What follows belongs to an exercise in optimizing a design on an open flow for small area, a short achievable clock period and few clock cycles; a production flow would make more cautious choices.
No functional check of the RTL was part of this run.

==> flow/design.v <==
module micro_ucr_hash_multi #(
    parameter int K   = 3,
    parameter int CUT = 26
) (
    input  logic        clk,
    input  logic        reset_n,
    input  logic        inicio,
    input  logic [95:0] bloque_datos,
    input  logic [31:0] nonce_inicial,
    input  logic [31:0] nonce_limite,
    input  logic [7:0]  target,
    output logic [23:0] bounty,
    output logic [31:0] nonce_ganador,
    output logic        terminado,
    output logic        agotado,
    output logic        ocupado,
    output logic [31:0] intentos
);
    localparam int NC = 1 << K;
    localparam int HB = 32 - K;
    localparam logic [31:0] PCW = (32'd1 << 15) | (32'd1 << 18) | (32'd1 << 21) |
                                  (32'd1 << 24) | (32'd1 << 27) | (32'd1 << 29) |
                                  (32'd1 << 30);
    typedef logic [7:0] byte_t;
    function automatic logic [255:0] sched(input logic [95:0] blk, input logic [31:0] n);
        byte_t w [32];
        for (int j = 0; j < 12; j++) w[j] = blk[95-8*j -: 8];
        for (int j = 0; j < 4; j++) w[12+j] = n[31-8*j -: 8];
        for (int j = 16; j < 32; j++) w[j] = w[j-3] | (w[j-9] ^ w[j-14]);
        for (int j = 0; j < 32; j++) sched[255-8*j -: 8] = w[j];
    endfunction
    function automatic byte_t wof(input logic [255:0] w, input int j);
        wof = w[255-8*j -: 8];
    endfunction
    function automatic byte_t kof(input int j);
        kof = (j <= 16) ? 8'h99 : 8'hA1;
    endfunction
    function automatic byte_t yv(input byte_t c3, input byte_t c2);
        yv = (c3 << 4) ^ c2 ^ (c2 << 4);
    endfunction
    function automatic byte_t addx(input byte_t l, input byte_t y, input byte_t wk);
        byte_t e;
        logic  cy, p;
        e  = y ^ wk;
        cy = 1'b0;
        for (int i = 0; i < 8; i++) begin
            p       = l[i] ^ e[i];
            addx[i] = l[i] ^ (e[i] ^ cy);
            cy      = p ? cy : wk[i];
        end
    endfunction
    function automatic byte_t chw(input byte_t wz, input byte_t wo, input int gi);
        chw = wz;
        for (int b = 0; b < K; b++) if ((gi >> b) & 1) chw[b] = wo[b];
    endfunction
    logic          busy_q, found_q, exh_q;
    logic [95:0]   blk_q;
    logic [HB-1:0] limh_q;
    logic [K-1:0]  liml_q, inil_q;
    logic [7:0]    tgt_q;
    logic [HB-1:0] base1_q;
    logic          first1_q;
    logic [NC-1:0] val1;
    logic          last1;
    always_comb begin
        for (int i = 0; i < NC; i++)
            val1[i] = ((base1_q < limh_q) || (base1_q == limh_q && K'(i) <= liml_q))
                      && (!first1_q || K'(i) >= inil_q);
        last1 = (base1_q >= limh_q);
    end
    logic [255:0] wz1, wo1;
    assign wz1 = sched(blk_q, {base1_q, {K{1'b0}}});
    assign wo1 = sched(blk_q, {base1_q, {K{1'b1}}});
    byte_t cs12, cs13, cs14, cs16;
    always_comb begin
        byte_t cs [17];
        cs[0] = 8'h88 + 8'(wof(wz1, 0) + 8'h99);
        cs[1] = 8'h97 + 8'(wof(wz1, 1) + 8'h99);
        cs[2] = addx(8'(8'hE0 ^ cs[0] ^ (cs[0] << 4)), 8'h00, 8'(wof(wz1, 2) + 8'h99));
        for (int j = 3; j <= 16; j++) begin
            if (j == 15) cs[j] = '0;
            else cs[j] = addx(yv(cs[j-3], cs[j-2]), 8'h00, 8'(wof(wz1, j) + 8'h99));
        end
        cs12 = cs[12]; cs13 = cs[13]; cs14 = cs[14]; cs16 = cs[16];
    end
    byte_t c15 [NC];
    always_comb begin
        for (int i = 0; i < NC; i++)
            c15[i] = addx(yv(cs12, cs13), 8'h00,
                          8'(chw(wof(wz1, 15), wof(wo1, 15), i) + 8'h99));
    end
    logic [HB-1:0] base2_q;
    logic [NC-1:0] val2_q;
    logic          last2_q, v2_q;
    logic [3:0]    c14_2;
    byte_t         c16_2;
    byte_t         c15_2 [NC];
    byte_t         r2z [17:CUT];      
    logic [K-1:0]  r2o [17:CUT];      
    always_ff @(posedge clk) begin
        c14_2 <= cs14[3:0];
        c16_2 <= cs16;
        for (int j = 17; j <= CUT; j++) begin
            r2z[j] <= PCW[j] ? wof(wz1, j) : 8'(wof(wz1, j) + 8'hA1);
            r2o[j] <= wof(wo1, j);
        end
        for (int i = 0; i < NC; i++) c15_2[i] <= c15[i];
    end
    logic [255:0] wz2, wo2;
    assign wz2 = sched(blk_q, {base2_q, {K{1'b0}}});
    assign wo2 = sched(blk_q, {base2_q, {K{1'b1}}});
    byte_t         r3z [CUT+1:31];
    logic [K-1:0]  r3o [CUT+1:31];
    logic [HB-1:0] base3_q;
    logic [NC-1:0] val3_q;
    logic          last3_q, v3_q;
    always_ff @(posedge clk) begin
        for (int j = CUT + 1; j <= 31; j++) begin
            r3z[j] <= (j == 31) ? 8'(wof(wz2, j) + 8'h9F)
                    : PCW[j] ? wof(wz2, j) : 8'(wof(wz2, j) + 8'hA1);
            r3o[j] <= wof(wo2, j);
        end
    end
    logic [23:0] hch [NC];
    byte_t       a31 [NC];
    genvar gi;
    generate
        for (gi = 0; gi < NC; gi++) begin : ch
            byte_t q1, q2, q3;        
            always_comb begin
                byte_t p1, p2, p3, c, wk;
                p3 = c15_2[gi]; p2 = c16_2;
                c  = addx(c16_2, yv({4'h0, c14_2}, c15_2[gi]), r2z[17]);
                p1 = c;
                for (int j = 18; j <= CUT; j++) begin
                    if (PCW[j]) wk = 8'(chw(r2z[j], {r2z[j][7:K], r2o[j]}, gi) + 8'hA1);
                    else        wk = r2z[j];
                    c  = addx(p1, yv(p3, p2), wk);
                    p3 = p2; p2 = p1; p1 = c;
                end
                q1 = p1; q2 = p2; q3 = p3;
            end
            logic [7:0] s1, s2;
            logic [3:0] s3;
            always_ff @(posedge clk) begin
                s1 <= q1; s2 <= q2; s3 <= q3[3:0];
            end
            always_comb begin
                byte_t p1, p2, p3, c, wk;
                p1 = s1; p2 = s2; p3 = {4'h0, s3};
                for (int j = CUT + 1; j <= 30; j++) begin
                    if (PCW[j]) wk = 8'(chw(r3z[j], {r3z[j][7:K], r3o[j]}, gi) + 8'hA1);
                    else        wk = r3z[j];
                    c  = addx(p1, yv(p3, p2), wk);
                    p3 = p2; p2 = p1; p1 = c;
                end
                a31[gi] = (p2 << 4) ^ p1;
                hch[gi] = {8'(a31[gi] + 8'h01), p1[3:0] ^ 4'h8, 4'h9,
                           8'((yv(p3, p2) ^ p1) + r3z[31])};
            end
        end
    endgenerate
    logic [7:0]    t1;
    logic          t_ff, t_nz;
    logic [NC-1:0] hit, one;
    assign t1   = tgt_q - 8'd1;
    assign t_ff = (tgt_q == 8'hFF);
    assign t_nz = (tgt_q != 8'h00);
    always_comb begin
        for (int i = 0; i < NC; i++)
            hit[i] = v3_q && val3_q[i] &&
                     (t_ff || (t_nz && ((a31[i] < t1) || (a31[i] == 8'hFF))));
    end
    logic [K-1:0] widx;
    logic [23:0]  whash;
    logic         any_hit;
    always_comb begin
        logic seen;
        seen  = 1'b0;
        widx  = '0;
        whash = '0;
        for (int i = 0; i < NC; i++) begin
            one[i] = hit[i] && !seen;
            seen   = seen || hit[i];
            widx   = widx | ({K{one[i]}} & K'(i));
            whash  = whash | ({24{one[i]}} & hch[i]);
        end
        any_hit = seen;
    end
    logic cargar, ganar, agotar;
    assign cargar = inicio;
    assign ganar  = busy_q && !inicio && any_hit;
    assign agotar = busy_q && !inicio && !any_hit && v3_q && last3_q;
    always_ff @(posedge clk) begin
        if (!reset_n) begin
            busy_q  <= 1'b0;
            found_q <= 1'b0;
            exh_q   <= 1'b0;
        end else if (cargar) begin
            busy_q  <= 1'b1;
            found_q <= 1'b0;
            exh_q   <= 1'b0;
        end else if (ganar) begin
            busy_q  <= 1'b0;
            found_q <= 1'b1;
        end else if (agotar) begin
            busy_q  <= 1'b0;
            exh_q   <= 1'b1;
        end
    end
    always_ff @(posedge clk) begin
        if (cargar) begin
            blk_q    <= bloque_datos;
            limh_q   <= nonce_limite[31:K];
            liml_q   <= nonce_limite[K-1:0];
            inil_q   <= nonce_inicial[K-1:0];
            tgt_q    <= target;
            base1_q  <= nonce_inicial[31:K];
            first1_q <= 1'b1;
        end else if (busy_q) begin
            if (!last1) base1_q <= base1_q + HB'(1);
            first1_q <= 1'b0;
        end
    end
    always_ff @(posedge clk) begin
        if (!reset_n || cargar) begin
            v2_q <= 1'b0;
            v3_q <= 1'b0;
        end else if (busy_q) begin
            v2_q <= 1'b1;
            v3_q <= v2_q;
        end
        base2_q <= base1_q;
        val2_q  <= val1;
        last2_q <= last1;
        base3_q <= base2_q;
        val3_q  <= val2_q;
        last3_q <= last2_q;
    end
    logic [23:0]   bounty_q;
    logic [K-1:0]  idx_q;
    logic [HB-1:0] nwin_q;
    always_ff @(posedge clk) begin
        bounty_q <= ({24{busy_q}} & {whash[23:12], 4'h0, whash[7:0]}) | ({24{!busy_q}} & bounty_q);
        idx_q    <= ({K{busy_q}} & widx) | ({K{!busy_q}} & idx_q);
        nwin_q   <= ({HB{busy_q}} & base3_q & {HB{any_hit}}) | ({HB{!busy_q}} & nwin_q);
    end
    assign bounty        = {bounty_q[23:12], found_q, 2'b00, found_q, bounty_q[7:0]};
    assign nonce_ganador = {nwin_q, idx_q};
    assign ocupado       = busy_q;
    assign terminado     = found_q;
    assign agotado       = exh_q;
    assign intentos      = '0;
endmodule
==> flow/flow/run.sh <==
#!/bin/bash
# Layout flow: the standard ORFS layout, unchanged, except that timing
# repair aims for a setup slack margin well above zero so that the resizer
# works on the paths that set the achieved period (the 30 ns clock leaves
# them with positive slack, so a zero margin repairs nothing).
set -euo pipefail
cd "$(dirname "$0")/.."
export SETUP_SLACK_MARGIN=${FLOW_SETUP_MARGIN:-22.8}
bash standard.sh > standard_flow.log 2>&1
==> flow/standard.sh <==
#!/bin/bash
# synth_recipe.tcl (not shown) runs the flow's synth.tcl, then flattens the netlist and writes it again
# the make line also repeats each setting of config.mk as NAME=value (left out here)
make -C /OpenROAD-flow-scripts/flow DESIGN_CONFIG=/design/flow/config.mk WORK_HOME=/design/flow/orfs CLKGATE_MAP_FILE= SYNTH_SCRIPT=/design/flow/synth_recipe.tcl "${@:-finish}"
==> flow/config.mk <==
export PLATFORM = sky130hd
export DESIGN_NAME = micro_ucr_hash_multi
export DESIGN_NICKNAME = micro_ucr_hash_multi
export VERILOG_FILES = /design/flow/design.v
export SDC_FILE = /design/flow/constraint.sdc
export NUM_CORES = 4
export LEC_CHECK = 0
export CAP_MARGIN = 30
export CORE_MARGIN = 2
export CORE_UTILIZATION = 55
export SLEW_MARGIN = 30
==> flow/constraint.sdc <==
create_clock -name core_clock -period 30.0 [get_ports {clk}]
set_input_delay 6.0000 -clock core_clock [delete_from_list [all_inputs] [get_ports {clk}]]
set_output_delay 6.0000 -clock core_clock [all_outputs]
set_load 0.01 [all_outputs]
==> impl_metrics.yaml <==
status:
  status: "finished clean"
placed_design:
  port_buffers: 227
  hpwl_um: 207000
  place_ws_ps: 21120
  gp_congestion: 1.06
  post_dp_cell_area_um2: 72200
timing:
  finalSetupTns_ps: 0
  hold_viol_final: 0
  report.final.slew_viol_count: 0
  timing.fmax_ghz: 0.137
  fin_crit_ps: 7290
  period_share: 0.243
  hold_slack_ps: 318
  setup_ws_ps: 22710
  setup_viol: 0
  fin_skew_ps: 50.3
  rsz0062_at_grt: "true"
  slew_headroom: 0.256
  worstMarginPinSlew_ps: 1110
route:
  viasPerCell: 5.74
  drc: 0
  avgRoutedWirePerCell_um: 27.0
  firstDrtPassIters: 7
  drtAntennaViolNets: 0
  via_count: 52157
  first_iter_violations: 4852
  wl_um: 246000
cells_and_area:
  final_common_cell: "xnor2_1"
  drive_gt1_frac: 0.0928
  num-nets-final: 7798
  syn_to_final_growth_pct: 10.7
  final_cell_mix: "xnor2_1 (2,234), xor2_1 (838), dfxtp_1 (395)"
  fin_area_um2: 75300
global_route:
  first_global_vias: 50659
  grt_pass1_wl_um: 349000
  grt_overflow_total: 0
  grtUsageTotal: 0.379
  antenna_found_initial: 9
  grt_max_degree: 81
worst_setup_path:
  crit_arrival_ps: 1290
  worstPathCellList: "buf_2"
  cp-start-kind: "flop"
  required_ps: 24000
  cp_slowest_cell: "edfxtp_1"
  reg2reg_depth: 17
  end_kind: "output pin"
  r2r_end: "c16_2[7]"
  path_class: "reg2out"
  r2r-start: "blk_q[73]"
  worst-path-buf-inv: 1
  slowest_delay_ps: 430
  critPathTopFamily: "flip-flops"
  crit_fanout: 1
  r2r_setup_slack_ps: 22950
cts:
  clock-root-buffer: "clkbuf_16"
  clock-sinks: 621
  h-tree-depth: 3
  cts_buffers: 71
  clkTransAtPathRegs_ps: 60
  clock_path_buffers: 3
  insertion_delay_ps: 690
  tritoncts: "built"
die:
  initial_core_util: 0.552
  core.rowCount: 129
  die_area_um2: 126000
  ioPinCount: 262
  die_height_um: 356
  core-area_um2: 123000
  die_w_um: 356
synthesis:
  syn_area_um2: 68000
  synthCells: 7200
  async_flop_share: 0
  ys_warn_count: 14
  synth_edf_count: 191
  syn_area_per_cell_um2: 9.44
  ys_types: 110
  synth_flop_cell: "dfxtp_1"
  synth-seq-area-share: 0.211
  ys_seq_elements: 621
hold_path:
  hold_end: "val3_q[7]"
  whs_path_depth: 0
  hold_class: "reg2reg"
  hold_start: "val2_q[7]"
flow_run:
  drv_cap: 0
[final cells by class]
| cell class | instances | area, um2 |
|---|---|---|
| Inverter | 242 | 912 |
| Sequential cell | 621 | 14400 |
| Antenna cell | 5 | 12.5 |
| Timing Repair Buffer | 391 | 3410 |
| Clock buffer | 89 | 1930 |
| Fill cell | 10734 | 47900 |
| Multi-Input combinational cell | 6061 | 52100 |
| Clock inverter | 39 | 514 |
| Tap cell | 1637 | 2050 |
[synthesized netlist by cell type, types with 34 or more instances]
library cell / number / area share
a31oi_1: 60 / 0.0055
buf_4: 54 / 0.0060
edfxtp_1: 191 / 0.084
a21oi_1: 197 / 0.014
buf_1: 42 / 0.0023
inv_1: 233 / 0.013
ha_1: 235 / 0.043
xor2_1: 854 / 0.11
and3_1: 34 / 0.0031
clkbuf_1: 185 / 0.010
xnor2_1: 2273 / 0.29
xnor2_2: 37 / 0.0089
maj3_1: 333 / 0.049
mux2i_1: 108 / 0.016
nor2_1: 264 / 0.015
nor3_1: 56 / 0.0041
nor2b_1: 71 / 0.0065
mux2_2: 55 / 0.0091
nand2b_1: 70 / 0.0064
a21o_1: 65 / 0.0072
dfxtp_1: 430 / 0.13
xnor3_1: 136 / 0.045
maj3_2: 49 / 0.0081
nand2_1: 347 / 0.019
o21ai_0: 176 / 0.013
nand3_1: 118 / 0.0087
[cell families (layout without fill, tap and decap cells)]
group / count (synthesis) / after routing / synth area share
xor+xnor: 3357 / 3357 / 0.476
buf+inv: 554 / 761 / 0.0343
compound gates: 729 / 730 / 0.0687
mux: 168 / 168 / 0.0264
fa+ha+maj: 621 / 621 / 0.102
other cells: 2 / 42 / 0.000110
simple gates: 1148 / 1148 / 0.0817
flops: 621 / 621 / 0.211
[sequential cells by signal, summed over array words and instances, names as in the netlist, 3 cells and up, named ones only]
| name | count |
|---|---|
| val2_q | 8 |
| blk_q | 96 |
| r3o | 3 |
| c15_2 | 54 |
| val3_q | 8 |
| ch.s1 | 54 |
| c14_2 | 4 |
| base1_q | 29 |
| base2_q | 29 |
| c16_2 | 8 |
| base3_q | 29 |
| tgt_q | 8 |
| ch.s2 | 54 |
| ch.s3 | 22 |
| r3z | 40 |
| nwin_q | 29 |
| limh_q | 29 |
| r2z | 80 |
| inil_q | 3 |
| liml_q | 3 |
[repair_timing]
action,CTS,global route
setup endpoints to repair,206,141
gates cloned,1,1
buffers inserted,8,11
pin swaps,3,6
hold buffers,0,0
resized for setup,300,84
[routing by layer]
metal / vias up / routed length (um) / global-route usage
met5: - / 40 / 0
met4: 6 / 17800 / 0.222
met3: 625 / 18300 / 0.0640
met2: 2237 / 113000 / 0.629
met1: 25079 / 96200 / 0.463
li1: 24210 / - / -
[through the flow]
stage | utilization | cells
after detailed placement | 0.587 | 8931
after global routing | 0.611 | 9081
after global placement | 0.586 | 8931
final | 0.611 | 9085
after floorplan | - | 7235
after CTS | 0.607 | 9068
[worst max path at each step]
stage	to	slack, ps	cells after the start
final	bounty[17]	22710	1
after detailed placement	base1_q[0]	21120	4
after global routing	bounty[13]	22690	1
after floorplan	base1_q[0]	22890	3
after global placement	base1_q[1]	21170	4
after CTS	bounty[12]	22670	1

static timing again, ports no longer ideal:
In the flow no input, the clock included, has a driving cell. The finished layout below was timed again as built, in two steps. Step 1, drivers: a clkbuf_16 drives clk and a buf_2 each remaining input, both assumed. Step 2 moves the port delays by t, midway between the first and last clock arrival at a register: inputs arrive t later, outputs are due t later. That takes back most of the time a late clock gives input paths. Slacks: no drivers / after step 1 / after step 2; pairs: no drivers / after step 1.
t, ns: 0.750
setup WS [ns]: 22.711 / 22.623 / 22.204
clock arrival spread, ns: 0.050 / 0.051
After both steps this run still meets setup and hold. For this run, drivers alone change the setup slack by -0.088 ns; drivers and shift together by -0.507 ns.
